This is an optimization exercise on Yosys and OpenROAD, whose aim is small area and a short achievable clock period, not a production implementation. The RTL was checked by simulation tests, not by an equivalence proof against the original design. Power and IR drop assume default switching activity.

===== flow/flow/run.sh =====
#!/bin/bash
set -euo pipefail
export BUFFER_PORTS_ARGS="-buffer_cell sky130_fd_sc_hd__buf_1"
export CTS_BUF_LIST="sky130_fd_sc_hd__clkbuf_8 sky130_fd_sc_hd__clkbuf_16"
export CTS_CLUSTER_SIZE=24
export CTS_CLUSTER_DIAMETER=100
export SETUP_SLACK_MARGIN=4.2
bash standard.sh finish > make_finish.log 2>&1

===== flow/standard.sh =====
#!/bin/bash
# synth_recipe.tcl (not shown) runs the flow's synth.tcl, then flattens the netlist and writes it again
# the make line also repeats each setting of config.mk as NAME=value (left out here)
make -C /OpenROAD-flow-scripts/flow DESIGN_CONFIG=/design/flow/config.mk WORK_HOME=/design/flow/orfs CLKGATE_MAP_FILE= SYNTH_SCRIPT=/design/flow/synth_recipe.tcl "${@:-finish}"

===== flow/config.mk =====
export PLATFORM = sky130hd
export DESIGN_NAME = executeStage
export DESIGN_NICKNAME = executeStage
export VERILOG_FILES = /design/flow/design.v
export SDC_FILE = /design/flow/constraint.sdc
export NUM_CORES = 4
export LEC_CHECK = 0
export CAP_MARGIN = 20
export CORE_MARGIN = 2
export CORE_UTILIZATION = 40
export SLEW_MARGIN = 20

===== flow/constraint.sdc =====
create_clock -name core_clock -period 7.2 [get_ports {clk_i}]
set_input_delay 1.4400 -clock core_clock [delete_from_list [all_inputs] [get_ports {clk_i}]]
set_output_delay 1.4400 -clock core_clock [all_outputs]
set_load 0.01 [all_outputs]

===== flow/design.v =====
package y86Pkg;
    localparam int WORD_W = 64;                              
    localparam logic [3:0] REG_NONE = 4'hF;                  
    localparam logic [WORD_W-1:0] STACK_STEP = 64'd8;        
    localparam int ZF_BIT = 2;
    localparam int SF_BIT = 1;
    localparam int OF_BIT = 0;
    localparam logic [2:0] CC_RESET = 3'b100;                
    typedef enum logic [3:0] {
        HALT   = 4'h0,
        NOP    = 4'h1,
        CMOVXX = 4'h2,                                       
        IRMOVQ = 4'h3,
        RMMOVQ = 4'h4,
        MRMOVQ = 4'h5,
        OPQ    = 4'h6,
        JXX    = 4'h7,
        CALL   = 4'h8,
        RET    = 4'h9,
        PUSHQ  = 4'hA,
        POPQ   = 4'hB
    } icodeE;
    typedef enum logic [3:0] {
        ADD = 4'h0,
        SUB = 4'h1,
        AND = 4'h2,
        XOR = 4'h3
    } aluFunE;
    typedef enum logic [3:0] {
        YES = 4'h0,
        LE  = 4'h1,
        L   = 4'h2,
        E   = 4'h3,
        NE  = 4'h4,
        GE  = 4'h5,
        G   = 4'h6
    } condE;
    typedef enum logic [2:0] {
        BUBBLE = 3'd0,
        OK     = 3'd1,
        STALL  = 3'd4
    } statE;
endpackage
`timescale 1ns/1ps
module executeRegister (
    input  logic                         clk_i,
    input  logic                         rst_n_i,
    input  logic                         stall_i,
    input  logic                         bubble_i,
    input  logic [3:0]                   icode_i,
    input  logic [3:0]                   ifun_i,
    input  logic [2:0]                   stat_i,
    input  logic [y86Pkg::WORD_W-1:0]    valA_i,
    input  logic [y86Pkg::WORD_W-1:0]    valB_i,
    input  logic [y86Pkg::WORD_W-1:0]    valC_i,
    input  logic [3:0]                   dstE_i,
    input  logic [3:0]                   dstM_i,
    output logic                         bubble_o,
    output logic [3:0]                   icode_o,
    output logic [2:0]                   cfun_o,      
    output logic [2:0]                   stat_o,
    output logic [y86Pkg::WORD_W-1:0]    valA_o,
    output logic [y86Pkg::WORD_W-1:1]    opX_o,
    output logic [y86Pkg::WORD_W-1:1]    opY_o,
    output logic                         sum0_o,      
    output logic                         carry1_o,    
    output logic                         noCarry_o,
    output logic                         zeroE_o,     
    output logic [3:0]                   dstE_o,
    output logic [3:0]                   dstM_o
);
    localparam int W = y86Pkg::WORD_W;
    logic kill;
    logic load;
    assign kill = !rst_n_i || bubble_i;
    assign load = !rst_n_i || !stall_i;
    logic isOpq, isCmov, isIrmov, isMem, isPush, isPop, isJxx;
    assign isOpq   = (icode_i == y86Pkg::OPQ);
    assign isCmov  = (icode_i == y86Pkg::CMOVXX);
    assign isIrmov = (icode_i == y86Pkg::IRMOVQ);
    assign isMem   = (icode_i == y86Pkg::RMMOVQ) || (icode_i == y86Pkg::MRMOVQ);
    assign isPush  = (icode_i == y86Pkg::CALL)   || (icode_i == y86Pkg::PUSHQ);
    assign isPop   = (icode_i == y86Pkg::RET)    || (icode_i == y86Pkg::POPQ);
    assign isJxx   = (icode_i == y86Pkg::JXX);
    logic opAdd, opSub, opAnd, opXor;
    assign opAdd = isOpq && (ifun_i == 4'h0);
    assign opSub = isOpq && (ifun_i == 4'h1);
    assign opAnd = isOpq && (ifun_i == 4'h2);
    assign opXor = isOpq && (ifun_i == 4'h3);
    logic xB;
    assign xB = isOpq || isMem || isPush || isPop;
    logic opNone;
    assign opNone = isOpq && (ifun_i[3:2] != 2'b00);
    logic yA, yNA, yNAB, yC, yM8, yP8;
    assign yA   = opAdd || opXor || isCmov;
    assign yNA  = opSub;
    assign yNAB = opAnd;
    assign yC   = isIrmov || isMem;
    assign yM8  = isPush;
    assign yP8  = isPop;
    logic [W-1:0] xNext, yNext;
    assign xNext = {W{xB}} & valB_i;
    assign yNext = ({W{yA}}   & valA_i)
                 | ({W{yNA}}  & ~valA_i)
                 | ({W{yNAB}} & (~valA_i & valB_i))
                 | ({W{yC}}   & valC_i)
                 | ({W{yM8}}  & (-y86Pkg::STACK_STEP))
                 | ({W{yP8}}  & y86Pkg::STACK_STEP);
    logic sum0Next, carry1Next;
    assign sum0Next   = ((opAdd || opSub || opXor) && (valA_i[0] ^ valB_i[0]))
                      | (opAnd && (valA_i[0] & valB_i[0]))
                      | (isCmov && valA_i[0])
                      | (isIrmov && valC_i[0])
                      | (isMem && (valB_i[0] ^ valC_i[0]))
                      | ((isPush || isPop) && valB_i[0]);
    assign carry1Next = (opAdd && (valA_i[0] & valB_i[0]))
                      | (opSub && (valB_i[0] | ~valA_i[0]))
                      | (isMem && (valB_i[0] & valC_i[0]));
    logic [2:0] cfunNext;
    assign cfunNext = ((isJxx || isCmov) && (ifun_i < 4'd7)) ? ifun_i[2:0] : 3'd7;
    always_ff @(posedge clk_i) begin
        if (load) begin
            bubble_o <= kill;
            icode_o  <= icode_i;
            stat_o   <= stat_i;
            dstE_o   <= dstE_i;
            dstM_o   <= dstM_i;
            valA_o   <= valA_i;
            cfun_o   <= cfunNext;
            opX_o    <= xNext[W-1:1];
            opY_o    <= yNext[W-1:1];
            sum0_o   <= sum0Next;
            carry1_o <= carry1Next;
            noCarry_o <= opAnd || opXor || opNone;
            zeroE_o   <= opNone;
        end
    end
endmodule
`timescale 1ns/1ps
module aluUnit (
    input  logic [y86Pkg::WORD_W-1:1]    opX_i,
    input  logic [y86Pkg::WORD_W-1:1]    opY_i,
    input  logic                         sum0_i,
    input  logic                         carry1_i,
    input  logic                         noCarry_i,
    output logic [y86Pkg::WORD_W-1:0]    valE_o
);
    logic [63:1] gen;
    logic [63:1] prop;
    logic [63:1] carry;
    assign gen  = opX_i & opY_i;
    assign prop = opX_i ^ opY_i;
    logic gn1, pn1;
    logic gn2, pn2;
    logic gn3, pn3;
    logic gn4, pn4;
    logic gn5, pn5;
    logic gn6, pn6;
    logic gn7, pn7;
    logic gn8, pn8;
    logic gn9, pn9;
    logic gn10, pn10;
    logic gn11, pn11;
    logic gn12, pn12;
    logic gn13, pn13;
    logic gn14, pn14;
    logic gn15, pn15;
    logic gn16, pn16;
    logic gn17, pn17;
    logic gn18, pn18;
    logic gn19, pn19;
    logic gn20, pn20;
    logic gn21, pn21;
    logic gn22, pn22;
    logic gn23, pn23;
    logic gn24, pn24;
    logic gn25, pn25;
    logic gn26, pn26;
    logic gn27, pn27;
    logic gn28, pn28;
    logic gn29, pn29;
    logic gn30, pn30;
    logic gn31, pn31;
    logic gn32, pn32;
    logic gn33, pn33;
    logic gn34, pn34;
    logic gn35, pn35;
    logic gn36, pn36;
    logic gn37, pn37;
    logic gn38, pn38;
    logic gn39, pn39;
    logic gn40, pn40;
    logic gn41, pn41;
    logic gn42, pn42;
    logic gn43, pn43;
    logic gn44, pn44;
    logic gn45, pn45;
    logic gn46, pn46;
    logic gn47, pn47;
    logic gn48, pn48;
    logic gn49, pn49;
    logic gn50, pn50;
    logic gn51, pn51;
    logic gn52, pn52;
    logic gn53, pn53;
    logic gn54, pn54;
    logic gn55, pn55;
    logic gn56, pn56;
    logic gn57, pn57;
    logic gn58, pn58;
    logic gn59, pn59;
    logic gn60, pn60;
    logic gn61, pn61;
    logic gn62, pn62;
    logic gn63, pn63;
    logic gn64, pn64;
    logic gn65, pn65;
    logic gn66, pn66;
    logic gn67, pn67;
    logic gn68, pn68;
    logic gn69, pn69;
    logic gn70, pn70;
    logic gn71, pn71;
    logic gn72, pn72;
    logic gn73, pn73;
    logic gn74, pn74;
    logic gn75, pn75;
    logic gn76, pn76;
    logic gn77, pn77;
    logic gn78, pn78;
    logic gn79, pn79;
    logic gn80, pn80;
    logic gn81, pn81;
    logic gn82, pn82;
    logic gn83, pn83;
    logic gn84, pn84;
    logic gn85, pn85;
    logic gn86, pn86;
    logic gn87, pn87;
    logic gn88, pn88;
    logic gn89, pn89;
    logic gn90, pn90;
    logic gn91, pn91;
    logic gn92, pn92;
    logic gn93, pn93;
    logic gn94, pn94;
    logic gn95, pn95;
    logic gn96, pn96;
    logic gn97, pn97;
    logic gn98, pn98;
    logic gn99, pn99;
    logic gn100, pn100;
    logic gn101, pn101;
    logic gn102, pn102;
    logic gn103, pn103;
    logic gn104, pn104;
    logic gn105, pn105;
    logic gn106, pn106;
    logic gn107, pn107;
    logic gn108, pn108;
    logic gn109, pn109;
    logic gn110, pn110;
    logic gn111, pn111;
    logic gn112, pn112;
    logic gn113, pn113;
    logic gn114, pn114;
    logic gn115, pn115;
    logic gn116, pn116;
    logic gn117, pn117;
    logic gn118, pn118;
    logic gn119, pn119;
    logic gn120, pn120;
    logic gn121, pn121;
    logic gn122, pn122;
    logic gn123, pn123;
    logic gn124, pn124;
    logic gn125, pn125;
    logic gn126, pn126;
    logic gn127, pn127;
    logic gn128, pn128;
    logic gn129, pn129;
    logic gn130, pn130;
    logic gn131, pn131;
    logic gn132, pn132;
    logic gn133, pn133;
    logic gn134, pn134;
    logic gn135, pn135;
    logic gn136, pn136;
    logic gn137, pn137;
    logic gn138, pn138;
    logic gn139, pn139;
    logic gn140, pn140;
    logic gn141, pn141;
    logic gn142, pn142;
    logic gn143, pn143;
    logic gn144, pn144;
    logic gn145, pn145;
    logic gn146, pn146;
    logic gn147, pn147;
    logic gn148, pn148;
    logic gn149, pn149;
    logic gn150, pn150;
    logic gn151, pn151;
    logic gn152, pn152;
    logic gn153, pn153;
    logic gn154, pn154;
    logic gn155, pn155;
    logic gn156, pn156;
    logic gn157, pn157;
    logic gn158, pn158;
    logic gn159, pn159;
    logic gn160, pn160;
    logic gn161, pn161;
    logic gn162, pn162;
    logic gn163, pn163;
    logic gn164, pn164;
    logic gn165, pn165;
    logic gn166, pn166;
    logic gn167, pn167;
    logic gn168, pn168;
    logic gn169, pn169;
    logic gn170, pn170;
    logic gn171, pn171;
    logic gn172, pn172;
    logic gn173, pn173;
    logic gn174, pn174;
    logic gn175, pn175;
    logic gn176, pn176;
    logic gn177, pn177;
    logic gn178, pn178;
    logic gn179, pn179;
    logic gn180, pn180;
    logic gn181, pn181;
    logic gn182, pn182;
    logic gn183, pn183;
    logic gn184, pn184;
    logic gn185, pn185;
    logic gn186, pn186;
    logic gn187, pn187;
    logic gn188, pn188;
    logic gn189, pn189;
    logic gn190, pn190;
    logic gn191, pn191;
    logic gn192, pn192;
    assign gn1 = gen[1] | (prop[1] & carry1_i);
    assign gn2 = gen[3] | (prop[3] & gen[2]);
    assign pn2 = prop[3] & prop[2];
    assign gn3 = gen[5] | (prop[5] & gen[4]);
    assign pn3 = prop[5] & prop[4];
    assign gn4 = gen[7] | (prop[7] & gen[6]);
    assign pn4 = prop[7] & prop[6];
    assign gn5 = gen[9] | (prop[9] & gen[8]);
    assign pn5 = prop[9] & prop[8];
    assign gn6 = gen[11] | (prop[11] & gen[10]);
    assign pn6 = prop[11] & prop[10];
    assign gn7 = gen[13] | (prop[13] & gen[12]);
    assign pn7 = prop[13] & prop[12];
    assign gn8 = gen[15] | (prop[15] & gen[14]);
    assign pn8 = prop[15] & prop[14];
    assign gn9 = gen[17] | (prop[17] & gen[16]);
    assign pn9 = prop[17] & prop[16];
    assign gn10 = gen[19] | (prop[19] & gen[18]);
    assign pn10 = prop[19] & prop[18];
    assign gn11 = gen[21] | (prop[21] & gen[20]);
    assign pn11 = prop[21] & prop[20];
    assign gn12 = gen[23] | (prop[23] & gen[22]);
    assign pn12 = prop[23] & prop[22];
    assign gn13 = gen[25] | (prop[25] & gen[24]);
    assign pn13 = prop[25] & prop[24];
    assign gn14 = gen[27] | (prop[27] & gen[26]);
    assign pn14 = prop[27] & prop[26];
    assign gn15 = gen[29] | (prop[29] & gen[28]);
    assign pn15 = prop[29] & prop[28];
    assign gn16 = gen[31] | (prop[31] & gen[30]);
    assign pn16 = prop[31] & prop[30];
    assign gn17 = gen[33] | (prop[33] & gen[32]);
    assign pn17 = prop[33] & prop[32];
    assign gn18 = gen[35] | (prop[35] & gen[34]);
    assign pn18 = prop[35] & prop[34];
    assign gn19 = gen[37] | (prop[37] & gen[36]);
    assign pn19 = prop[37] & prop[36];
    assign gn20 = gen[39] | (prop[39] & gen[38]);
    assign pn20 = prop[39] & prop[38];
    assign gn21 = gen[41] | (prop[41] & gen[40]);
    assign pn21 = prop[41] & prop[40];
    assign gn22 = gen[43] | (prop[43] & gen[42]);
    assign pn22 = prop[43] & prop[42];
    assign gn23 = gen[45] | (prop[45] & gen[44]);
    assign pn23 = prop[45] & prop[44];
    assign gn24 = gen[47] | (prop[47] & gen[46]);
    assign pn24 = prop[47] & prop[46];
    assign gn25 = gen[49] | (prop[49] & gen[48]);
    assign pn25 = prop[49] & prop[48];
    assign gn26 = gen[51] | (prop[51] & gen[50]);
    assign pn26 = prop[51] & prop[50];
    assign gn27 = gen[53] | (prop[53] & gen[52]);
    assign pn27 = prop[53] & prop[52];
    assign gn28 = gen[55] | (prop[55] & gen[54]);
    assign pn28 = prop[55] & prop[54];
    assign gn29 = gen[57] | (prop[57] & gen[56]);
    assign pn29 = prop[57] & prop[56];
    assign gn30 = gen[59] | (prop[59] & gen[58]);
    assign pn30 = prop[59] & prop[58];
    assign gn31 = gen[61] | (prop[61] & gen[60]);
    assign pn31 = prop[61] & prop[60];
    assign gn32 = gen[63] | (prop[63] & gen[62]);
    assign pn32 = prop[63] & prop[62];
    assign gn33 = gen[2] | (prop[2] & gn1);
    assign gn34 = gn2 | (pn2 & gn1);
    assign gn35 = gen[6] | (prop[6] & gn3);
    assign pn35 = prop[6] & pn3;
    assign gn36 = gn4 | (pn4 & gn3);
    assign pn36 = pn4 & pn3;
    assign gn37 = gen[10] | (prop[10] & gn5);
    assign pn37 = prop[10] & pn5;
    assign gn38 = gn6 | (pn6 & gn5);
    assign pn38 = pn6 & pn5;
    assign gn39 = gen[14] | (prop[14] & gn7);
    assign pn39 = prop[14] & pn7;
    assign gn40 = gn8 | (pn8 & gn7);
    assign pn40 = pn8 & pn7;
    assign gn41 = gen[18] | (prop[18] & gn9);
    assign pn41 = prop[18] & pn9;
    assign gn42 = gn10 | (pn10 & gn9);
    assign pn42 = pn10 & pn9;
    assign gn43 = gen[22] | (prop[22] & gn11);
    assign pn43 = prop[22] & pn11;
    assign gn44 = gn12 | (pn12 & gn11);
    assign pn44 = pn12 & pn11;
    assign gn45 = gen[26] | (prop[26] & gn13);
    assign pn45 = prop[26] & pn13;
    assign gn46 = gn14 | (pn14 & gn13);
    assign pn46 = pn14 & pn13;
    assign gn47 = gen[30] | (prop[30] & gn15);
    assign pn47 = prop[30] & pn15;
    assign gn48 = gn16 | (pn16 & gn15);
    assign pn48 = pn16 & pn15;
    assign gn49 = gen[34] | (prop[34] & gn17);
    assign pn49 = prop[34] & pn17;
    assign gn50 = gn18 | (pn18 & gn17);
    assign pn50 = pn18 & pn17;
    assign gn51 = gen[38] | (prop[38] & gn19);
    assign pn51 = prop[38] & pn19;
    assign gn52 = gn20 | (pn20 & gn19);
    assign pn52 = pn20 & pn19;
    assign gn53 = gen[42] | (prop[42] & gn21);
    assign pn53 = prop[42] & pn21;
    assign gn54 = gn22 | (pn22 & gn21);
    assign pn54 = pn22 & pn21;
    assign gn55 = gen[46] | (prop[46] & gn23);
    assign pn55 = prop[46] & pn23;
    assign gn56 = gn24 | (pn24 & gn23);
    assign pn56 = pn24 & pn23;
    assign gn57 = gen[50] | (prop[50] & gn25);
    assign pn57 = prop[50] & pn25;
    assign gn58 = gn26 | (pn26 & gn25);
    assign pn58 = pn26 & pn25;
    assign gn59 = gen[54] | (prop[54] & gn27);
    assign pn59 = prop[54] & pn27;
    assign gn60 = gn28 | (pn28 & gn27);
    assign pn60 = pn28 & pn27;
    assign gn61 = gen[58] | (prop[58] & gn29);
    assign pn61 = prop[58] & pn29;
    assign gn62 = gn30 | (pn30 & gn29);
    assign pn62 = pn30 & pn29;
    assign gn63 = gen[62] | (prop[62] & gn31);
    assign pn63 = prop[62] & pn31;
    assign gn64 = gn32 | (pn32 & gn31);
    assign pn64 = pn32 & pn31;
    assign gn65 = gen[4] | (prop[4] & gn34);
    assign gn66 = gn3 | (pn3 & gn34);
    assign gn67 = gn35 | (pn35 & gn34);
    assign gn68 = gn36 | (pn36 & gn34);
    assign gn69 = gen[12] | (prop[12] & gn38);
    assign pn69 = prop[12] & pn38;
    assign gn70 = gn7 | (pn7 & gn38);
    assign pn70 = pn7 & pn38;
    assign gn71 = gn39 | (pn39 & gn38);
    assign pn71 = pn39 & pn38;
    assign gn72 = gn40 | (pn40 & gn38);
    assign pn72 = pn40 & pn38;
    assign gn73 = gen[20] | (prop[20] & gn42);
    assign pn73 = prop[20] & pn42;
    assign gn74 = gn11 | (pn11 & gn42);
    assign pn74 = pn11 & pn42;
    assign gn75 = gn43 | (pn43 & gn42);
    assign pn75 = pn43 & pn42;
    assign gn76 = gn44 | (pn44 & gn42);
    assign pn76 = pn44 & pn42;
    assign gn77 = gen[28] | (prop[28] & gn46);
    assign pn77 = prop[28] & pn46;
    assign gn78 = gn15 | (pn15 & gn46);
    assign pn78 = pn15 & pn46;
    assign gn79 = gn47 | (pn47 & gn46);
    assign pn79 = pn47 & pn46;
    assign gn80 = gn48 | (pn48 & gn46);
    assign pn80 = pn48 & pn46;
    assign gn81 = gen[36] | (prop[36] & gn50);
    assign pn81 = prop[36] & pn50;
    assign gn82 = gn19 | (pn19 & gn50);
    assign pn82 = pn19 & pn50;
    assign gn83 = gn51 | (pn51 & gn50);
    assign pn83 = pn51 & pn50;
    assign gn84 = gn52 | (pn52 & gn50);
    assign pn84 = pn52 & pn50;
    assign gn85 = gen[44] | (prop[44] & gn54);
    assign pn85 = prop[44] & pn54;
    assign gn86 = gn23 | (pn23 & gn54);
    assign pn86 = pn23 & pn54;
    assign gn87 = gn55 | (pn55 & gn54);
    assign pn87 = pn55 & pn54;
    assign gn88 = gn56 | (pn56 & gn54);
    assign pn88 = pn56 & pn54;
    assign gn89 = gen[52] | (prop[52] & gn58);
    assign pn89 = prop[52] & pn58;
    assign gn90 = gn27 | (pn27 & gn58);
    assign pn90 = pn27 & pn58;
    assign gn91 = gn59 | (pn59 & gn58);
    assign pn91 = pn59 & pn58;
    assign gn92 = gn60 | (pn60 & gn58);
    assign pn92 = pn60 & pn58;
    assign gn93 = gen[60] | (prop[60] & gn62);
    assign pn93 = prop[60] & pn62;
    assign gn94 = gn31 | (pn31 & gn62);
    assign pn94 = pn31 & pn62;
    assign gn95 = gn63 | (pn63 & gn62);
    assign pn95 = pn63 & pn62;
    assign gn96 = gn64 | (pn64 & gn62);
    assign pn96 = pn64 & pn62;
    assign gn97 = gen[8] | (prop[8] & gn68);
    assign gn98 = gn5 | (pn5 & gn68);
    assign gn99 = gn37 | (pn37 & gn68);
    assign gn100 = gn38 | (pn38 & gn68);
    assign gn101 = gn69 | (pn69 & gn68);
    assign gn102 = gn70 | (pn70 & gn68);
    assign gn103 = gn71 | (pn71 & gn68);
    assign gn104 = gn72 | (pn72 & gn68);
    assign gn105 = gen[24] | (prop[24] & gn76);
    assign pn105 = prop[24] & pn76;
    assign gn106 = gn13 | (pn13 & gn76);
    assign pn106 = pn13 & pn76;
    assign gn107 = gn45 | (pn45 & gn76);
    assign pn107 = pn45 & pn76;
    assign gn108 = gn46 | (pn46 & gn76);
    assign pn108 = pn46 & pn76;
    assign gn109 = gn77 | (pn77 & gn76);
    assign pn109 = pn77 & pn76;
    assign gn110 = gn78 | (pn78 & gn76);
    assign pn110 = pn78 & pn76;
    assign gn111 = gn79 | (pn79 & gn76);
    assign pn111 = pn79 & pn76;
    assign gn112 = gn80 | (pn80 & gn76);
    assign pn112 = pn80 & pn76;
    assign gn113 = gen[40] | (prop[40] & gn84);
    assign pn113 = prop[40] & pn84;
    assign gn114 = gn21 | (pn21 & gn84);
    assign pn114 = pn21 & pn84;
    assign gn115 = gn53 | (pn53 & gn84);
    assign pn115 = pn53 & pn84;
    assign gn116 = gn54 | (pn54 & gn84);
    assign pn116 = pn54 & pn84;
    assign gn117 = gn85 | (pn85 & gn84);
    assign pn117 = pn85 & pn84;
    assign gn118 = gn86 | (pn86 & gn84);
    assign pn118 = pn86 & pn84;
    assign gn119 = gn87 | (pn87 & gn84);
    assign pn119 = pn87 & pn84;
    assign gn120 = gn88 | (pn88 & gn84);
    assign pn120 = pn88 & pn84;
    assign gn121 = gen[56] | (prop[56] & gn92);
    assign pn121 = prop[56] & pn92;
    assign gn122 = gn29 | (pn29 & gn92);
    assign pn122 = pn29 & pn92;
    assign gn123 = gn61 | (pn61 & gn92);
    assign pn123 = pn61 & pn92;
    assign gn124 = gn62 | (pn62 & gn92);
    assign pn124 = pn62 & pn92;
    assign gn125 = gn93 | (pn93 & gn92);
    assign pn125 = pn93 & pn92;
    assign gn126 = gn94 | (pn94 & gn92);
    assign pn126 = pn94 & pn92;
    assign gn127 = gn95 | (pn95 & gn92);
    assign pn127 = pn95 & pn92;
    assign gn128 = gn96 | (pn96 & gn92);
    assign pn128 = pn96 & pn92;
    assign gn129 = gen[16] | (prop[16] & gn104);
    assign gn130 = gn9 | (pn9 & gn104);
    assign gn131 = gn41 | (pn41 & gn104);
    assign gn132 = gn42 | (pn42 & gn104);
    assign gn133 = gn73 | (pn73 & gn104);
    assign gn134 = gn74 | (pn74 & gn104);
    assign gn135 = gn75 | (pn75 & gn104);
    assign gn136 = gn76 | (pn76 & gn104);
    assign gn137 = gn105 | (pn105 & gn104);
    assign gn138 = gn106 | (pn106 & gn104);
    assign gn139 = gn107 | (pn107 & gn104);
    assign gn140 = gn108 | (pn108 & gn104);
    assign gn141 = gn109 | (pn109 & gn104);
    assign gn142 = gn110 | (pn110 & gn104);
    assign gn143 = gn111 | (pn111 & gn104);
    assign gn144 = gn112 | (pn112 & gn104);
    assign gn145 = gen[48] | (prop[48] & gn120);
    assign pn145 = prop[48] & pn120;
    assign gn146 = gn25 | (pn25 & gn120);
    assign pn146 = pn25 & pn120;
    assign gn147 = gn57 | (pn57 & gn120);
    assign pn147 = pn57 & pn120;
    assign gn148 = gn58 | (pn58 & gn120);
    assign pn148 = pn58 & pn120;
    assign gn149 = gn89 | (pn89 & gn120);
    assign pn149 = pn89 & pn120;
    assign gn150 = gn90 | (pn90 & gn120);
    assign pn150 = pn90 & pn120;
    assign gn151 = gn91 | (pn91 & gn120);
    assign pn151 = pn91 & pn120;
    assign gn152 = gn92 | (pn92 & gn120);
    assign pn152 = pn92 & pn120;
    assign gn153 = gn121 | (pn121 & gn120);
    assign pn153 = pn121 & pn120;
    assign gn154 = gn122 | (pn122 & gn120);
    assign pn154 = pn122 & pn120;
    assign gn155 = gn123 | (pn123 & gn120);
    assign pn155 = pn123 & pn120;
    assign gn156 = gn124 | (pn124 & gn120);
    assign pn156 = pn124 & pn120;
    assign gn157 = gn125 | (pn125 & gn120);
    assign pn157 = pn125 & pn120;
    assign gn158 = gn126 | (pn126 & gn120);
    assign pn158 = pn126 & pn120;
    assign gn159 = gn127 | (pn127 & gn120);
    assign pn159 = pn127 & pn120;
    assign gn160 = gn128 | (pn128 & gn120);
    assign pn160 = pn128 & pn120;
    assign gn161 = gen[32] | (prop[32] & gn144);
    assign gn162 = gn17 | (pn17 & gn144);
    assign gn163 = gn49 | (pn49 & gn144);
    assign gn164 = gn50 | (pn50 & gn144);
    assign gn165 = gn81 | (pn81 & gn144);
    assign gn166 = gn82 | (pn82 & gn144);
    assign gn167 = gn83 | (pn83 & gn144);
    assign gn168 = gn84 | (pn84 & gn144);
    assign gn169 = gn113 | (pn113 & gn144);
    assign gn170 = gn114 | (pn114 & gn144);
    assign gn171 = gn115 | (pn115 & gn144);
    assign gn172 = gn116 | (pn116 & gn144);
    assign gn173 = gn117 | (pn117 & gn144);
    assign gn174 = gn118 | (pn118 & gn144);
    assign gn175 = gn119 | (pn119 & gn144);
    assign gn176 = gn120 | (pn120 & gn144);
    assign gn177 = gn145 | (pn145 & gn144);
    assign gn178 = gn146 | (pn146 & gn144);
    assign gn179 = gn147 | (pn147 & gn144);
    assign gn180 = gn148 | (pn148 & gn144);
    assign gn181 = gn149 | (pn149 & gn144);
    assign gn182 = gn150 | (pn150 & gn144);
    assign gn183 = gn151 | (pn151 & gn144);
    assign gn184 = gn152 | (pn152 & gn144);
    assign gn185 = gn153 | (pn153 & gn144);
    assign gn186 = gn154 | (pn154 & gn144);
    assign gn187 = gn155 | (pn155 & gn144);
    assign gn188 = gn156 | (pn156 & gn144);
    assign gn189 = gn157 | (pn157 & gn144);
    assign gn190 = gn158 | (pn158 & gn144);
    assign gn191 = gn159 | (pn159 & gn144);
    assign gn192 = gn160 | (pn160 & gn144);
    assign carry = {gn191, gn190, gn189, gn188, gn187, gn186, gn185, gn184, gn183, gn182, gn181, gn180, gn179, gn178, gn177, gn176, gn175, gn174, gn173, gn172, gn171, gn170, gn169, gn168, gn167, gn166, gn165, gn164, gn163, gn162, gn161, gn144, gn143, gn142, gn141, gn140, gn139, gn138, gn137, gn136, gn135, gn134, gn133, gn132, gn131, gn130, gn129, gn104, gn103, gn102, gn101, gn100, gn99, gn98, gn97, gn68, gn67, gn66, gn65, gn34, gn33, gn1, carry1_i};
    assign valE_o = {prop ^ (carry & {63{!noCarry_i}}), sum0_i};
endmodule
`timescale 1ns/1ps
module condUnit (
    input  logic                         clk_i,
    input  logic                         rst_n_i,
    input  logic                         stall_i,
    input  logic                         setCc_i,      
    input  logic                         xSign_i,      
    input  logic                         ySign_i,      
    input  logic                         noCarry_i,    
    input  logic [y86Pkg::WORD_W-1:0]    mValE_i,      
    input  logic [2:0]                   cfun_i,
    output logic                         cnd_o
);
    localparam int MSB = y86Pkg::WORD_W - 1;
    logic [2:0] ccSaved;
    logic       fromM;         
    logic       mSignSame;     
    logic       mXSign;        
    logic [2:0] cc;
    logic       zf;
    logic       sf;
    logic       of;
    assign zf = fromM ? (mValE_i == '0) : ccSaved[y86Pkg::ZF_BIT];
    assign sf = fromM ? mValE_i[MSB]    : ccSaved[y86Pkg::SF_BIT];
    assign of = fromM ? (mSignSame && (mValE_i[MSB] != mXSign)) : ccSaved[y86Pkg::OF_BIT];
    always_comb begin
        cc = '0;
        cc[y86Pkg::ZF_BIT] = zf;
        cc[y86Pkg::SF_BIT] = sf;
        cc[y86Pkg::OF_BIT] = of;
    end
    always_ff @(posedge clk_i) begin
        if (!rst_n_i) begin
            ccSaved <= y86Pkg::CC_RESET;
            fromM   <= 1'b0;
        end else begin
            ccSaved <= cc;
            fromM   <= setCc_i && !stall_i;
        end
    end
    always_ff @(posedge clk_i) begin
        mSignSame <= (xSign_i == ySign_i) && !noCarry_i;
        mXSign    <= xSign_i;
    end
    always_comb begin
        case (cfun_i)
            3'd0:    cnd_o = 1'b1;
            3'd1:    cnd_o = (sf ^ of) | zf;
            3'd2:    cnd_o = sf ^ of;
            3'd3:    cnd_o = zf;
            3'd4:    cnd_o = !zf;
            3'd5:    cnd_o = !(sf ^ of);
            3'd6:    cnd_o = !(sf ^ of) && !zf;
            default: cnd_o = 1'b0;
        endcase
    end
endmodule
`timescale 1ns/1ps
module memoryRegister (
    input  logic                         clk_i,
    input  logic                         rst_n_i,
    input  logic                         stall_i,
    input  logic                         bubble_i,    
    input  logic                         zeroE_i,     
    input  logic [3:0]                   icode_i,
    input  logic [2:0]                   stat_i,
    input  logic [y86Pkg::WORD_W-1:0]    valE_i,
    input  logic [y86Pkg::WORD_W-1:0]    valA_i,
    input  logic [3:0]                   dstE_i,
    input  logic [3:0]                   dstM_i,
    input  logic                         cnd_i,
    output logic [3:0]                   icode_o,
    output logic [2:0]                   stat_o,
    output logic [y86Pkg::WORD_W-1:0]    valE_o,
    output logic [y86Pkg::WORD_W-1:0]    valA_o,
    output logic [3:0]                   dstE_o,
    output logic [3:0]                   dstM_o,
    output logic                         cnd_o
);
    logic [3:0] dstESel;
    assign dstESel = (icode_i == y86Pkg::CMOVXX && !cnd_i) ? y86Pkg::REG_NONE : dstE_i;
    always_ff @(posedge clk_i) begin
        if (!rst_n_i || stall_i || bubble_i) begin       
            icode_o <= y86Pkg::NOP;
            stat_o  <= y86Pkg::BUBBLE;
            valE_o  <= '0;
            valA_o  <= '0;
            dstE_o  <= y86Pkg::REG_NONE;
            dstM_o  <= y86Pkg::REG_NONE;
            cnd_o   <= 1'b0;
        end else begin
            icode_o <= icode_i;
            stat_o  <= stat_i;
            valE_o  <= zeroE_i ? '0 : valE_i;
            valA_o  <= valA_i;
            dstE_o  <= dstESel;
            dstM_o  <= dstM_i;
            cnd_o   <= cnd_i;
        end
    end
endmodule
`timescale 1ns/1ps
module executeStage (
    input  logic                         clk_i,
    input  logic                         rst_n_i,
    input  logic                         stall_i,
    input  logic                         bubble_i,
    input  logic [3:0]                   icode_i,
    input  logic [3:0]                   ifun_i,
    input  logic [2:0]                   stat_i,
    input  logic [y86Pkg::WORD_W-1:0]    valA_i,
    input  logic [y86Pkg::WORD_W-1:0]    valB_i,
    input  logic [y86Pkg::WORD_W-1:0]    valC_i,
    input  logic [3:0]                   dstE_i,
    input  logic [3:0]                   dstM_i,
    input  logic [3:0]                   srcA_i,      
    input  logic [3:0]                   srcB_i,
    output logic [3:0]                   icode_o,
    output logic [2:0]                   stat_o,
    output logic [y86Pkg::WORD_W-1:0]    valE_o,
    output logic [y86Pkg::WORD_W-1:0]    valA_o,
    output logic [3:0]                   dstE_o,
    output logic [3:0]                   dstM_o,
    output logic                         cnd_o
);
    logic                      eBubble;
    logic [3:0]                eIcode;
    logic [2:0]                eCfun;
    logic                      eSetCc;
    logic [2:0]                eStat;
    logic [y86Pkg::WORD_W-1:0] eValA;
    logic [y86Pkg::WORD_W-1:1] eOpX;
    logic [y86Pkg::WORD_W-1:1] eOpY;
    logic                      eSum0;
    logic                      eCarry1;
    logic                      eNoCarry;
    assign eSetCc = (eIcode == y86Pkg::OPQ) && !eBubble;
    logic                      eZeroE;
    logic [3:0]                eDstE;
    logic [3:0]                eDstM;
    logic [y86Pkg::WORD_W-1:0] aluValE;
    logic                      eCnd;
    executeRegister u_executeRegister (
        .clk_i   (clk_i),   .rst_n_i (rst_n_i), .stall_i (stall_i), .bubble_i (bubble_i),
        .icode_i (icode_i), .ifun_i  (ifun_i),  .stat_i  (stat_i),
        .valA_i  (valA_i),  .valB_i  (valB_i),  .valC_i  (valC_i),
        .dstE_i  (dstE_i),  .dstM_i  (dstM_i),
        .bubble_o (eBubble),
        .icode_o (eIcode),  .cfun_o  (eCfun),   .stat_o (eStat),
        .valA_o  (eValA),   .opX_o   (eOpX),    .opY_o   (eOpY),   .sum0_o (eSum0), .carry1_o (eCarry1),
        .noCarry_o (eNoCarry), .zeroE_o (eZeroE),
        .dstE_o  (eDstE),   .dstM_o  (eDstM)
    );
    aluUnit u_aluUnit (
        .opX_i  (eOpX),    .opY_i   (eOpY),    .sum0_i (eSum0), .carry1_i (eCarry1), .noCarry_i (eNoCarry),
        .valE_o (aluValE)
    );
    condUnit u_condUnit (
        .clk_i   (clk_i),  .rst_n_i (rst_n_i), .stall_i (stall_i),
        .setCc_i (eSetCc), .xSign_i (eOpX[y86Pkg::WORD_W-1]), .ySign_i (eOpY[y86Pkg::WORD_W-1]),
        .noCarry_i (eNoCarry),
        .mValE_i (valE_o), .cfun_i (eCfun), .cnd_o (eCnd)
    );
    memoryRegister u_memoryRegister (
        .clk_i   (clk_i),   .rst_n_i (rst_n_i), .stall_i (stall_i), .bubble_i (eBubble),
        .zeroE_i (eZeroE),
        .icode_i (eIcode),  .stat_i  (eStat),   .valE_i  (aluValE), .valA_i (eValA),
        .dstE_i  (eDstE),   .dstM_i  (eDstM),   .cnd_i   (eCnd),
        .icode_o (icode_o), .stat_o  (stat_o),  .valE_o  (valE_o),  .valA_o (valA_o),
        .dstE_o  (dstE_o),  .dstM_o  (dstM_o),  .cnd_o   (cnd_o)
    );
endmodule

==> results.tsv, run 1 <==
stage	metric	value	unit
route	post-route ant nets	0	
global_routing	pin count of the biggest net entering global routing	114	
sta	fmax	338.3	MHz
global_routing	vias in the first global route	11622	
die	number of top-level pins	367	
place	dpl cells	2166	
pwr	Max VDD drop	0.2037	mV
clock_network	Clock Tree Buf Depth	3	
setup_path	critical path peak fanout	27	
sta	final-report hold violation count	0	
cells_and_area	Non-Filler Instances	2212	
job	# Max-Cap Violations	0	
setup_path	CP required	7.54	ns
logic_synthesis	main flop type after synthesis	edfxtp_1	
logic_synthesis	top cell type's share of synthesized area	41.08	%
die	die height	201.3	um
route	Vias/cell	5.330	
logic_synthesis	post-synth net total	1627	
place	Buffers on Ports	358	
pwr	leak pwr	6.463	nW
logic_synthesis	number of synthesized flops with an enable pin	213	
setup_path	CP endpoint kind	flip-flop	
sta	Layout Skew	0.03726	ns
die	CORE AREA	38560	um2
setup_path	crit path DAT	3.30	ns
clock_network	Reg clk slew, reported paths	0.10	ns
route	Pre-antenna DRT Iters	5	
die	die width	201.3	um
logic_synthesis	Async S/R FF share, synth	0	%
min_path	Hold/Removal Path Class	flip-flop to flip-flop	
route	vias post-DR	11791	
cells_and_area	Area growth syn-to-layout	19.65	%
cells_and_area	Inserted Diodes	0	
cells_and_area	# fillers	3648	
die	Starting Density	40.38	%
global_routing	Total GRT Usage	20.44	%
global_routing	grt total ovfl	0	
route	# DRC	0	
cells_and_area	layout cells sized above 1	7.084	%
clock_network	clock latency on the worst-skew pair	0.56	ns
run_status	status	complete, no violations	
pwr	Logic pwr share	17.9	%
logic_synthesis	cells taking the most area after synthesis	edfxtp_1 (41%), dfxtp_1 (19%), ha_1 (5.2%)	
pwr	Seq pwr share	55.4	%
logic_synthesis	Unique masters post-synth	63	
logic_synthesis	Mapped Area	15570	um2
clock_network	TritonCTS clock tree	yes	
cells_and_area	cell area after layout	18630	um2
clock_network	Hold Buf Count CTS	0	
cells_and_area	register area	9399	um2
logic_synthesis	warnings from Yosys	3	
sta	relative slew slack	41.54	%
pwr	Pint	3.176	mW
sta	post-route clock period utilization	41.06	%
logic_synthesis	Yosys reg bits	363	
pwr	pwr dens	234.9	nW/um2
pwr	clock network fraction of total power	26.8	%
sta	minimum clock period	2.956	ns
sta	setup TNS	0	ns
place	post-DP HPWL	29230	um
clock_network	H-tree depth	1	
die	Placement Rows	72	
pwr	Psw	1.201	mW
sta	RSZ-0062 raised after global routing	true	
logic_synthesis	syn avg cell area	11.63	um2
sta	Worst Hold Slack	0.4088	ns
sta	Setup-failing EPs final	0	
route	Routed WL	42970	um
pwr	Net Sw Frac	27.43	%
global_routing	global-route wire length before repair	65370	um
cells_and_area	most frequent cells in the layout	buf_1 (354), edfxtp_1 (213), dfxtp_1 (150)	
place	gpl congestion	0.8388	
cells_and_area	most common cell after layout, fill and taps aside	buf_1	
clock_network	Root Buffer	clkbuf_16	
setup_path	CP startpoint kind	input pin	
route	Iter 0 DRT Violations	744	
place	Cell Area, Placed	17520	um2
logic_synthesis	sequential cell area fraction in the yosys report	60.37	%
sta	Slew Viols, Final	0	
logic_synthesis	cell taking the most area after synthesis	edfxtp_1	
setup_path	critical path class	input pin to flip-flop	
cells_and_area	Final #Nets	1971	
cells_and_area	area of the multi-input gates	6344	um2
clock_network	Num CTS Buffers	19	
sta	Worst Max-Slew Pin Slew	0.8770	ns
clock_network	Clock Sinks	363	
min_path	number of cells on the worst hold path	0	
route	drt wl/cell	19.43	um
die	Die ar.	40520	um2
logic_synthesis	Syn Inst Count	1339	
global_routing	initial antenna violation count	0	
setup_path	FF-to-FF path depth	10	
-- per-layer routing --
| metal | vias up | GRT usage [%] | part of all wire, % |
|---|---|---|---|
| met1 | 5643 | 29.09 | 46 |
| li1 | 5677 | - | - |
| met3 | 54 | 2.932 | 5.2 |
| met4 | 0 | 5.882 | 2.9 |
| met2 | 417 | 32.58 | 46 |
| met5 | - | 0 | 0 |
-- critical path, stage by stage --
cell             delay [ns]
clkdlybuf4s15_2        0.37
nor2_2                 0.30
nand3_4                0.24
nor3b_4                0.39
buf_8                  0.25
a21oi_1                0.06
o21ai_0                0.24
-- logic make-up (layout without fill, tap and decap cells) --
logic type | Yosys count | in the layout | synth area share [%]
compound gates | 375 | 376 | 15.61
xor+xnor | 41 | 41 | 2.307
fa+ha+maj | 66 | 66 | 5.288
buf+inv | 84 | 436 | 2.081
flops | 363 | 363 | 60.37
mux | 4 | 4 | 0.2572
simple gates | 406 | 408 | 14.09
-- power by group through the flow --
stage	Clock [mW]	Combinational [mW]	Sequential (mW)
floorplan	0	0.479	2.46
global placement	0	0.710	2.46
detailed placement	0	0.718	2.46
CTS	1.21	0.745	2.42
global route	1.29	0.871	2.44
finish	1.17	0.782	2.42
-- flip-flops by register name, indices dropped and copies added, names as in the netlist, 4 cells and up --
name and count:
u_memoryRegister.dstE_o 4, u_executeRegister.opX_o 63, u_executeRegister.icode_o 4, u_memoryRegister.dstM_o 4, u_executeRegister.opY_o 63, u_memoryRegister.valA_o 64, u_memoryRegister.icode_o 4, u_executeRegister.dstM_o 4
u_memoryRegister.valE_o 64, u_executeRegister.valA_o 64, u_executeRegister.dstE_o 4
-- cells in the mapped netlist (all sizes together), types with 4 or more instances --
| cell | count |
|---|---|
| edfxtp | 213 |
| dfxtp | 150 |
| a21oi | 109 |
| o21ai | 97 |
| nor2b | 79 |
| and2 | 77 |
| nor2 | 75 |
| ha | 65 |
| a221oi | 63 |
| clkbuf | 62 |
| nand2 | 49 |
| nor3 | 38 |
| xnor2 | 32 |
| inv | 19 |
| o21a | 18 |
| nor4 | 16 |
| nand3 | 15 |
| a211oi | 12 |
| nand2b | 12 |
| a21o | 10 |
| and3 | 10 |
| nand4 | 10 |
| or2 | 9 |
| xor2 | 9 |
| a22oi | 8 |
| o31ai | 7 |
| o2bb2ai | 6 |
| or3 | 6 |
| a21boi | 5 |
| a31oi | 5 |
| a22o | 4 |
| mux2i | 4 |
| nor3b | 4 |
-- final timing paths --
check | startpoint | slack, ns | end
hold / removal | u_executeRegister.opX_o[63]$_DFFE_PP_ | 0.41 | u_condUnit.mXSign$_DFF_P_
setup / recovery | icode_i[0] | 4.24 | u_executeRegister.opY_o[63]$_DFFE_PP_
setup reg to reg | u_executeRegister.opX_o[14]$_DFFE_PP_ | 4.27 | u_memoryRegister.valE_o[62]$_SDFF_PP0_
hold reg to reg | u_executeRegister.opX_o[63]$_DFFE_PP_ | 0.41 | u_condUnit.mXSign$_DFF_P_
-- layout make-up --
| cell class | instances | area share (%) |
|---|---|---|
| sequential | 363 | 50.46 |
| clock inverter | 13 | 0.4299 |
| inverter | 19 | 0.3829 |
| timing repair buffer | 385 | 8.645 |
| clock buffer | 19 | 2.552 |
| tap | 518 | 3.479 |
| multi-input combinational | 895 | 34.05 |
-- metrics by stage --
stage | utilization [%] | setup slack, ns | total power [mW]
finish | 48.31 | 4.244 | 4.376
global route | 48.31 | 4.123 | 4.597
CTS | 47.42 | 4.214 | 4.376
detailed placement | 45.44 | 3.013 | 3.181
global placement | 45.44 | 3.068 | 3.169
floorplan | - | 4.232 | 2.939
-- timing repair --
item                                    CTS  global route
hold endpoints to repair                  0             0
setup buffers                             4             6
pin swaps                                 5            11
cloned                                    3             1
endpoints found under the setup margin  146            93
resized for setup                        32            50
==> run 2: changes to the inputs <==
==> flow/flow/run.sh (replaced) <==
#!/bin/bash
set -euo pipefail
export BUFFER_PORTS_ARGS="-buffer_cell sky130_fd_sc_hd__buf_1"
export CTS_BUF_LIST="sky130_fd_sc_hd__clkbuf_8 sky130_fd_sc_hd__clkbuf_16"
export CTS_CLUSTER_SIZE=24
export CTS_CLUSTER_DIAMETER=100
export SETUP_SLACK_MARGIN=4.3
bash standard.sh finish > make_finish.log 2>&1
--- a/flow/config.mk
+++ b/flow/config.mk
@@ -5,6 +5,7 @@
 export SDC_FILE = /design/flow/constraint.sdc
 export NUM_CORES = 4
 export LEC_CHECK = 0
+export ABC_AREA = 1
 export CAP_MARGIN = 20
 export CORE_MARGIN = 2
 export CORE_UTILIZATION = 40
==> results.tsv, run 2 <==
stage	metric	value	unit	change
run_status	status	complete, no violations		
clock_network	Clock Tree Buf Depth	3		unchanged
logic_synthesis	Async S/R FF share, synth	0	%	unchanged
die	die width	211.7	um	+5.2%
route	Iter 0 DRT Violations	1015		+36%
pwr	Pint	3.122	mW	-1.7%
route	drt wl/cell	17.12	um	-12%
pwr	pwr dens	222.8	nW/um2	-5.2%
pwr	leak pwr	9.194	nW	+42%
sta	fin worst setup slack	4.366	ns	+0.1226 ns
sta	relative slew slack	36.08	%	-5.5 points
sta	Setup-failing EPs final	0		unchanged
setup_path	CP endpoint kind	flip-flop		
global_routing	initial antenna violation count	8		+8
pwr	Logic pwr share	18.6	%	+0.7 points
setup_path	CP required	7.58	ns	+0.04 ns
cells_and_area	Top Registers	u_executeRegister.valA_o: 64 flops, u_memoryRegister.valA_o: 64 flops, u_memoryRegister.valE_o: 64 flops		
die	Die ar.	44820	um2	+11%
pwr	Seq pwr share	54.6	%	-0.8 points
setup_path	critical path class	input pin to flip-flop		
route	post-route ant nets	0		unchanged
place	Buffers on Ports	358		unchanged
logic_synthesis	main flop type after synthesis	edfxtp_1		
cells_and_area	most frequent cells in the layout	nand2_1 (394), buf_1 (356), nor2_1 (298)		
pwr	Net Sw Frac	29.31	%	+1.9 points
setup_path	crit path DAT	3.22	ns	-0.08 ns
setup_path	critical path peak fanout	34		+26%
sta	post-route clock period utilization	39.36	%	-1.7 points
logic_synthesis	cell taking the most area after synthesis	edfxtp_1		
global_routing	global-route wire length before repair	72970	um	+12%
min_path	worst hold endpoint	u_condUnit.mXSign$_DFF_P_		
sta	Slew Viols, Final	0		unchanged
route	vias post-DR	14301		+21%
global_routing	vias in the first global route	13500		+16%
min_path	Hold/Removal Path Class	flip-flop to flip-flop		
setup_path	worst r2r dst	u_memoryRegister.valE_o[39]$_SDFF_PP0_		
setup_path	FF-to-FF path depth	8		-2
cells_and_area	Area growth syn-to-layout	14.87	%	
place	post-DP HPWL	33730	um	+15%
die	Starting Density	40.33	%	-0.048 points
cells_and_area	# fillers	4175		+14%
clock_network	Reg clk slew, reported paths	0.10	ns	about the same
sta	final-report hold violation count	0		unchanged
route	Routed WL	49240	um	+15%
clock_network	Root Buffer	clkbuf_16		
die	Placement Rows	76		+5.6%
pwr	Psw	1.295	mW	+7.8%
sta	minimum clock period	2.834	ns	-0.1226 ns
cells_and_area	Final #Nets	2604		+32%
logic_synthesis	sequential cell area fraction in the yosys report	54.46	%	-5.9 points
route	# DRC	0		unchanged
place	post-placement worst setup slack	3.049	ns	+0.03583 ns
place	dpl cells	2831		+31%
cells_and_area	most common cell after layout, fill and taps aside	nand2_1		
global_routing	routing usage on met2	36.27	%	+3.7 points
min_path	number of cells on the worst hold path	0		unchanged
cells_and_area	layout cells sized above 1	5.756	%	-1.3 points
clock_network	Num CTS Buffers	19		unchanged
clock_network	clock latency on the worst-skew pair	0.54	ns	-0.02 ns
place	gpl congestion	0.8450		+0.74%
die	die height	211.7	um	+5.2%
global_routing	met1 GRT Util	27.36	%	-1.7 points
sta	Worst Max-Slew Pin Slew	0.9588	ns	+0.08178 ns
sta	RSZ-0062 raised after global routing	false		
logic_synthesis	Mapped Area	17260	um2	+11%
clock_network	TritonCTS clock tree	yes		
sta	Layout Skew	0.02341	ns	-0.01385 ns
sta	setup TNS	0	ns	unchanged
logic_synthesis	cells taking the most area after synthesis	edfxtp_1 (37%), dfxtp_1 (17%), nand2_1 (8.6%)		
logic_synthesis	syn avg cell area	8.720	um2	-25%
logic_synthesis	Synth top cells by count	nand2_1 (397), nor2_1 (302), inv_1 (273)		
global_routing	Global Route met3 Usage	4.347	%	+1.4 points
clock_network	Clock Sinks	363		unchanged
sta	fmax	352.9	MHz	+4.3%
min_path	min-delay src	u_executeRegister.opX_o[63]$_DFFE_PP_		
die	CORE AREA	42790	um2	+11%
pwr	Max VDD drop	0.1661	mV	-18%
setup_path	CP startpoint kind	input pin		
clock_network	H-tree depth	1		unchanged
job	# Max-Cap Violations	0		unchanged
logic_synthesis	count leader, synth	nand2_1		
route	Vias/cell	4.973		-6.7%
logic_synthesis	Unique masters post-synth	45		-29%
clock_network	Hold Buf Count CTS	0		unchanged
global_routing	Total GRT Usage	21.13	%	+0.69 points
logic_synthesis	number of synthesized flops with an enable pin	213		unchanged
cells_and_area	Non-Filler Instances	2876		+30%
setup_path	Reg-to-Reg Start	u_executeRegister.noCarry_o$_DFFE_PP_		
pwr	clock network fraction of total power	26.8	%	about the same
global_routing	grt total ovfl	0		unchanged
route	Pre-antenna DRT Iters	6		+1
die	number of top-level pins	367		unchanged
logic_synthesis	post-synth net total	2267		+39%
setup_path	worst reg2reg setup slack	4.49	ns	+0.22 ns
logic_synthesis	Yosys reg bits	363		unchanged
global_routing	GR peak layer	met2		
logic_synthesis	warnings from Yosys	3		unchanged
logic_synthesis	Syn Inst Count	1979		+48%
logic_synthesis	top cell type's share of synthesized area	37.06	%	-4.0 points
global_routing	pin count of the biggest net entering global routing	76		-33%
## run 2: worst max path at each step
stage	startpoint	end	slack, ns	cells past startpoint
2_1_floorplan	icode_i[2]	u_executeRegister.opY_o[14]$_DFFE_PP_	4.48	9
4_1_cts	icode_i[3]	u_executeRegister.opY_o[63]$_DFFE_PP_	4.31	8
3_5_place_dp	rst_n_i	u_memoryRegister.dstM_o[1]$_SDFF_PP1_	3.05	6
6_report	icode_i[0]	u_executeRegister.opY_o[61]$_DFFE_PP_	4.37	8
3_3_place_gp	rst_n_i	u_memoryRegister.valE_o[28]$_SDFF_PP0_	2.92	7
5_1_grt	u_executeRegister.noCarry_o$_DFFE_PP_	u_memoryRegister.valE_o[39]$_SDFF_PP0_	4.30	8
## run 2: layout make-up
type                            instances  area (um2)  share of cell area (%)
Antenna cell                            2       5.005                 0.02525
Clock buffer                           19       475.5                   2.398
Clock inverter                         14       66.31                  0.3345
Inverter                              282        1085                   5.472
Multi-Input combinational cell       1273        6555                   33.07
Sequential cell                       363        9399                   47.41
Tap cell                              546       683.2                   3.446
Timing Repair Buffer                  376        1549                   7.814
Timing Repair inverter                  1       6.256                 0.03156
## run 2: per-layer routing
layer | up-vias | wire, um
met1 | 6753 | 21400
li1 | 7075 | -
met3 | 48 | 3424
met5 | - | 79
met4 | 12 | 737
met2 | 413 | 23600
## run 2: logic make-up (layout without fill, tap and decap cells)
kind of cell | Yosys count | in the layout | synth area share (%)
buffers and inverters | 346 | 692 | 8.381
AND/OR/NAND/NOR | 918 | 920 | 22.65
AO/OA/AOI/OAI | 283 | 284 | 9.592
XOR/XNOR | 4 | 4 | 0.2030
adder cells (fa/ha/maj) | 65 | 65 | 4.713
other | 0 | 2 | 0
flip-flops | 363 | 363 | 54.46
## run 2: critical path: stages
cell     delay, ns
buf_2         0.23
nand2_1       0.21
inv_1         0.12
nand3_1       0.22
nand2_8       0.30
buf_6         0.35
a21oi_1       0.11
nand3_1       0.16
## run 2: what timing repair did
item | 4_1_cts | 5_1_grt
setup endpoints to repair | 286 | 157
resized for setup | 23 | 13
pin swaps | 3 | 2
gates cloned | 3 | 2
buffers inserted | 4 | 1
## run 2: through the flow
| step | instance area (um2) | total power, mW | utilization, % | hold slack (ns) |
|---|---|---|---|---|
| floorplan | 17270 | 3.012 | - | 0.3674 |
| global placement | 19030 | 3.235 | 44.46 | 0.3800 |
| detailed placement | 19030 | 3.257 | 44.47 | 0.3912 |
| CTS | 19710 | 4.443 | 46.06 | 0.4222 |
| global route | 19820 | 4.649 | 46.32 | 0.4339 |
| finish | 19820 | 4.417 | 46.33 | 0.4209 |
## run 2: power by group through the flow
stage | sequential [mW] | combinational, mW | clock [mW]
final | 2.41 | 0.819 | 1.18
after global routing | 2.43 | 0.928 | 1.29
after CTS | 2.41 | 0.809 | 1.22
after detailed placement | 2.46 | 0.795 | 0
after global placement | 2.46 | 0.778 | 0
after floorplan | 2.46 | 0.552 | 0
==> run 3: changes to the inputs <==
--- a/flow/config.mk
+++ b/flow/config.mk
@@ -5,7 +5,6 @@
 export SDC_FILE = /design/flow/constraint.sdc
 export NUM_CORES = 4
 export LEC_CHECK = 0
-export ABC_AREA = 1
 export CAP_MARGIN = 20
 export CORE_MARGIN = 2
 export CORE_UTILIZATION = 40
==> results.tsv, run 3 <==
stage	metric	value	unit	change
logic_synthesis	Mapped Area	15570	um2	-9.8%
min_path	Hold/Removal Path Class	flip-flop to flip-flop		
logic_synthesis	warnings from Yosys	3		unchanged
cells_and_area	Area growth syn-to-layout	20.74	%	
route	Iter 0 DRT Violations	794		-22%
global_routing	vias in the first global route	11390		-16%
cells_and_area	most common cell after layout, fill and taps aside	buf_1		
global_routing	initial antenna violation count	0		-8
global_routing	pin count of the biggest net entering global routing	114		+50%
cells_and_area	Inserted Diodes	0		-2
clock_network	TritonCTS clock tree	yes		
route	Vias/cell	5.385		+8.3%
clock_network	Clock Sinks	363		unchanged
route	drt wl/cell	19.97	um	+17%
setup_path	worst reg2reg setup slack	4.37	ns	-0.12 ns
clock_network	Clock Tree Buf Depth	3		unchanged
logic_synthesis	Synth top cells by count	edfxtp_1 (213), dfxtp_1 (150), a21oi_1 (108)		
pwr	pwr dens	232.8	nW/um2	+4.5%
place	post-DP HPWL	29430	um	-13%
die	CORE AREA	38560	um2	-9.9%
logic_synthesis	top cell type's share of synthesized area	41.08	%	+4.0 points
clock_network	Root Buffer	clkbuf_16		
route	vias post-DR	11970		-16%
run_status	status	complete, no violations		
cells_and_area	layout cells sized above 1	7.859	%	+2.1 points
sta	Worst Max-Slew Pin Slew	0.9199	ns	-0.03888 ns
sta	fmax	350.0	MHz	-0.81%
global_routing	Total GRT Usage	20.82	%	-0.30 points
setup_path	worst r2r dst	u_memoryRegister.valE_o[62]$_SDFF_PP0_		
cells_and_area	cell area after layout	18800	um2	-5.2%
sta	post-route clock period utilization	39.68	%	+0.32 points
logic_synthesis	Syn Inst Count	1339		-32%
logic_synthesis	number of synthesized flops with an enable pin	213		unchanged
route	# DRC	0		unchanged
global_routing	global-route wire length before repair	65870	um	-9.7%
route	Pre-antenna DRT Iters	5		-1
die	die width	201.3	um	-4.9%
sta	minimum clock period	2.857	ns	+0.02316 ns
logic_synthesis	Unique masters post-synth	63		+40%
min_path	number of cells on the worst hold path	0		unchanged
logic_synthesis	count leader, synth	edfxtp_1		
global_routing	grt total ovfl	0		unchanged
pwr	leak pwr	6.551	nW	-29%
pwr	Max VDD drop	0.1473	mV	-11%
clock_network	H-tree depth	1		unchanged
setup_path	CP startpoint kind	input pin		
sta	Slew Viols, Final	0		unchanged
sta	final-report hold violation count	0		unchanged
logic_synthesis	main flop type after synthesis	edfxtp_1		
logic_synthesis	Yosys reg bits	363		unchanged
setup_path	CP endpoint kind	flip-flop		
clock_network	Num CTS Buffers	19		unchanged
place	Buffers on Ports	358		unchanged
setup_path	CP required	7.53	ns	-0.05 ns
setup_path	critical path class	input pin to flip-flop		
setup_path	crit path DAT	3.18	ns	-0.04 ns
die	Die ar.	40520	um2	-9.6%
logic_synthesis	sequential cell area fraction in the yosys report	60.37	%	+5.9 points
setup_path	critical path peak fanout	19		-44%
cells_and_area	Final #Nets	1981		-24%
logic_synthesis	cell taking the most area after synthesis	edfxtp_1		
die	number of top-level pins	367		unchanged
cells_and_area	Top Registers	u_executeRegister.valA_o: 64 flops, u_memoryRegister.valA_o: 64 flops, u_memoryRegister.valE_o: 64 flops		
cells_and_area	most frequent cells in the layout	buf_1 (353), edfxtp_1 (213), dfxtp_1 (150)		
place	Cell Area, Placed	17530	um2	-7.9%
setup_path	Reg-to-Reg Start	u_executeRegister.opY_o[25]$_DFFE_PP_		
die	die height	201.3	um	-4.9%
logic_synthesis	syn avg cell area	11.63	um2	+33%
cells_and_area	# fillers	3619		-13%
job	# Max-Cap Violations	0		unchanged
min_path	min-delay src	u_executeRegister.opX_o[63]$_DFFE_PP_		
sta	Setup-failing EPs final	0		unchanged
logic_synthesis	post-synth net total	1627		-28%
route	post-route ant nets	0		unchanged
sta	relative slew slack	38.67	%	+2.6 points
die	Starting Density	40.38	%	+0.048 points
place	gpl congestion	0.8299		-1.8%
logic_synthesis	cells taking the most area after synthesis	edfxtp_1 (41%), dfxtp_1 (19%), ha_1 (5.2%)		
setup_path	FF-to-FF path depth	10		+2
clock_network	clock latency on the worst-skew pair	0.53	ns	about the same
route	Routed WL	44390	um	-9.9%
die	Placement Rows	72		-5.3%
sta	setup TNS	0	ns	unchanged
sta	Layout Skew	0.01982	ns	-0.003595 ns
clock_network	Reg clk slew, reported paths	0.10	ns	about the same
logic_synthesis	Async S/R FF share, synth	0	%	unchanged
sta	RSZ-0062 raised after global routing	true		
min_path	worst hold endpoint	u_condUnit.mXSign$_DFF_P_		
[run 3: cell types whose count changed after synthesis, sizes merged, moves of 62 or more]
cell,before,now
a21oi,173,109
nand2,428,49
o21ai,28,97
and2,1,77
o21bai,65,3
nand3,134,15
nor2,315,75
inv,280,19
nor2b,0,79
[run 3: kinds of logic after synthesis]
| family | Yosys count | synth area share [%] |
|---|---|---|
| simple gates | 406 | 14.09 |
| fa+ha+maj | 66 | 5.288 |
| mux | 4 | 0.2572 |
| buf+inv | 84 | 2.081 |
| compound gates | 375 | 15.61 |
| xor+xnor | 41 | 2.307 |
| flops | 363 | 60.37 |
[run 3: repair_timing]
action / 4_1_cts / 5_1_grt
endpoints found under the setup margin: 160 / 97
setup buffers: 7 / 11
hold buffers: 0 / 0
pin swaps: 8 / 21
cloned: 4 / 2
resized for setup: 44 / 56
[run 3: report_power, final]
| group | internal (mW) | total [mW] | switching, mW |
|---|---|---|---|
| sequential | 2.36 | 2.42 | 0.0587 |
| clock | 0.492 | 1.15 | 0.662 |
| combinational | 0.325 | 0.800 | 0.475 |
[run 3: layer usage]
layer	part of all wire [%]	track usage, %	vias to the layer above
li1	-	-	5699
met1	46	29.56	5780
met2	45	32.44	425
met3	5.8	2.737	66
met4	3.2	8.167	0
met5	0	0	-
[run 3: area by class of cell]
type	count	area, um2	share of cell area, %
sequential	363	9399	50.00
multi-input combinational	896	6370	33.89
timing repair buffer	394	1764	9.385
tap	518	648.1	3.448
clock buffer	19	475.5	2.529
inverter	19	71.32	0.3794
clock inverter	14	70.07	0.3727
[run 3: per-stage QoR]
stage | power (mW) | hold WS, ns | util (%) | std cells | setup WS (ns)
after floorplan | 2.939 | 0.3674 | - | 1339 | 4.246
after global placement | 3.171 | 0.3877 | 45.42 | 2165 | 2.956
after detailed placement | 3.182 | 0.3895 | 45.45 | 2166 | 2.886
after CTS | 4.366 | 0.4198 | 47.60 | 2210 | 4.253
after global routing | 4.588 | 0.4274 | 48.75 | 2223 | 4.234
final | 4.375 | 0.4125 | 48.75 | 2223 | 4.343
[run 3: how the worst max path moves through the flow]
stage,startpoint,end,slack [ns],cells past startpoint
6_report,icode_i[3],u_executeRegister.opY_o[23]$_DFFE_PP_,4.34,9
5_1_grt,u_executeRegister.opY_o[15]$_DFFE_PP_,u_memoryRegister.valE_o[62]$_SDFF_PP0_,4.23,10
4_1_cts,u_executeRegister.opY_o[25]$_DFFE_PP_,u_memoryRegister.valE_o[63]$_SDFF_PP0_,4.25,10
3_5_place_dp,icode_i[3],u_executeRegister.opY_o[30]$_DFFE_PP_,2.89,8
3_3_place_gp,icode_i[3],u_executeRegister.opY_o[30]$_DFFE_PP_,2.96,8
2_1_floorplan,icode_i[3],u_executeRegister.opY_o[15]$_DFFE_PP_,4.25,8
[run 3: worst max-delay path: stages]
cell,delay (ns)
clkbuf_4,0.20
nand2b_2,0.25
nor2_2,0.20
nand3_4,0.18
nor3b_4,0.27
buf_12,0.16
buf_12,0.16
a21oi_1,0.05
o21ai_0,0.24
==> run 4: changes to the inputs <==
==> flow/flow/run.sh (replaced) <==
#!/bin/bash
set -euo pipefail
export BUFFER_PORTS_ARGS="-buffer_cell sky130_fd_sc_hd__buf_1"
export CTS_BUF_LIST="sky130_fd_sc_hd__clkbuf_8 sky130_fd_sc_hd__clkbuf_16"
export CTS_CLUSTER_SIZE=24
export CTS_CLUSTER_DIAMETER=100
export SETUP_SLACK_MARGIN=4.5
bash standard.sh finish > make_finish.log 2>&1
--- a/flow/config.mk
+++ b/flow/config.mk
@@ -5,6 +5,7 @@
 export SDC_FILE = /design/flow/constraint.sdc
 export NUM_CORES = 4
 export LEC_CHECK = 0
+export ABC_AREA = 1
 export CAP_MARGIN = 20
 export CORE_MARGIN = 2
 export CORE_UTILIZATION = 40
==> results.tsv, run 4 <==
stage	metric	value	unit	change
place	post-placement worst setup slack	3.098	ns	+0.2112 ns
sta	fmax	381.1	MHz	+8.9%
cells_and_area	most common cell after layout, fill and taps aside	nand2_1		
die	number of top-level pins	367		unchanged
clock_network	Num CTS Buffers	19		unchanged
sta	minimum clock period	2.624	ns	-0.2325 ns
cells_and_area	Top Registers	u_executeRegister.valA_o: 64 flops, u_memoryRegister.valA_o: 64 flops, u_memoryRegister.valE_o: 64 flops		
pwr	pwr dens	223.7	nW/um2	-3.9%
sta	Layout Skew	0.03772	ns	+0.01790 ns
die	die height	211.7	um	+5.2%
clock_network	Clock Tree Buf Depth	3		unchanged
sta	final-report hold violation count	0		unchanged
logic_synthesis	Yosys reg bits	363		unchanged
setup_path	CP required	7.59	ns	+0.06 ns
min_path	Hold/Removal Path Class	flip-flop to flip-flop		
route	post-route ant nets	0		unchanged
setup_path	max incr delay on CP	0.30	ns	+0.03 ns
setup_path	CP startpoint kind	input pin		
sta	relative slew slack	50.95	%	+12 points
global_routing	vias in the first global route	13459		+18%
logic_synthesis	Mapped Area	17260	um2	+11%
clock_network	Reg clk slew, reported paths	0.10	ns	about the same
global_routing	grt total ovfl	0		unchanged
place	post-DP HPWL	32920	um	+12%
logic_synthesis	top cell type's share of synthesized area	37.06	%	-4.0 points
sta	Worst Max-Slew Pin Slew	0.7351	ns	-0.1848 ns
global_routing	initial antenna violation count	10		+10
logic_synthesis	post-synth net total	2267		+39%
route	drt wl/cell	16.74	um	-16%
logic_synthesis	warnings from Yosys	3		unchanged
logic_synthesis	Syn Inst Count	1979		+48%
setup_path	Reg-to-Reg Start	u_executeRegister.opY_o[1]$_DFFE_PP_		
clock_network	Hold Buf Count CTS	0		unchanged
route	Routed WL	48230	um	+8.7%
setup_path	critical path class	input pin to flip-flop		
setup_path	critical path peak fanout	30		+11
die	Die ar.	44820	um2	+11%
setup_path	CP endpoint kind	flip-flop		
setup_path	crit path DAT	3.01	ns	-0.17 ns
place	gpl congestion	0.8401		+1.2%
min_path	min-delay src	u_executeRegister.opX_o[63]$_DFFE_PP_		
run_status	status	complete, no violations		
logic_synthesis	Synth top cells by count	nand2_1 (397), nor2_1 (302), inv_1 (273)		
logic_synthesis	Unique masters post-synth	45		-29%
sta	fin worst setup slack	4.576	ns	+0.2325 ns
clock_network	clock latency on the worst-skew pair	0.54	ns	about the same
cells_and_area	layout cells sized above 1	5.834	%	-2.0 points
setup_path	worst path cell trace	buf_1, nor2_1, inv_1, nor2_1, nand3_1, o311ai_4, buf_8, nand2_1, nand3_1		
cells_and_area	most frequent cells in the layout	nand2_1 (394), buf_1 (355), nor2_1 (299)		
==> run 4: changes by cell type after synthesis, moves of 76 or more <==
cell	delta
and2_1	-76
nand3_1	+117
nor2_1	+227
nor2b_1	-79
inv_1	+254
nand2_1	+348
==> run 4: per-stage QoR <==
step                      hold slack, ns  utilization (%)
final                             0.4189            46.51
after global routing              0.4207            46.51
after CTS                         0.4078            46.09
after detailed placement          0.3782            44.50
after global placement            0.3813            44.49
after floorplan                   0.3674                -
==> run 4: logic make-up after synthesis <==
group / share of synthesized area [%]
AO/OA/AOI/OAI: 9.592
buffers and inverters: 8.381
XOR/XNOR: 0.2030
AND/OR/NAND/NOR: 22.65
adder cells (fa/ha/maj): 4.713
flip-flops: 54.46
==> run 4: final timing paths <==
check             depth (start not counted)                                endpoint
setup / recovery                          9   u_executeRegister.opY_o[62]$_DFFE_PP_
setup reg to reg                         15  u_memoryRegister.valE_o[33]$_SDFF_PP0_
hold reg to reg                           0               u_condUnit.mXSign$_DFF_P_
hold / removal                            0               u_condUnit.mXSign$_DFF_P_
==> run 4: power breakdown <==
group	switching (mW)	total (mW)	internal (mW)
clock network	0.689	1.22	0.528
logic	0.549	0.823	0.274
registers	0.0506	2.41	2.36
==> run 4: what timing repair did <==
item,in CTS,in global routing
setup buffers,3,6
pin swaps,2,5
cloned,2,3
resized for setup,15,19
setup endpoints to repair,311,217
==> run 4: critical path, delay by kind of cell <==
family	cells	cell delay, ns
compound gates	1	0.16
buf+inv	3	0.56
simple gates	5	0.82
==> run 4: layer usage <==
metal  GRT usage, %  wire length (um)  part of all wire (%)  up-vias
met5              0                98                  0.20        -
met4          7.067              1420                   2.9       14
met3          4.955              3732                   7.7       80
met2          33.36             22110                    46      473
met1          26.58             20870                    43     6639
li1               -                 -                     -     7085
==> run 4: cell type report <==
class	instances	area [um2]
Tap cell	546	683.2
Fill cell	4213	22890
Inverter	282	1091
Clock buffer	19	475.5
Antenna cell	4	10.01
Clock inverter	14	92.59
Multi-Input combinational cell	1274	6578
Timing Repair inverter	1	8.758
Sequential cell	363	9399
Timing Repair Buffer	378	1565

afterwards: timing with drivers on the ports:
In the flow no input, the clock included, has a driving cell. The finished layouts below were timed again as built, in two steps. Step 1 assumes that a clkbuf_16 drives the clock port and a buf_2 every other input. Step 2 times the ports against the registers' clock, not the clock port: input delays grow and output delays shrink by t, the midpoint of the rising clock arrivals with the driver on. a / b / c = no drivers / after step 1 / after step 2; a / b = the first two.
run | t (ns) | setup WS [ns]
run 1 | 0.588 | 4.244 / 4.270 / 3.682
run 2 | 0.589 | 4.366 / 4.342 / 3.754
run 3 | 0.577 | 4.343 / 4.364 / 3.787
run 4 | 0.582 | 4.576 / 4.537 / 3.966
After both steps setup and hold are still met in every run listed.
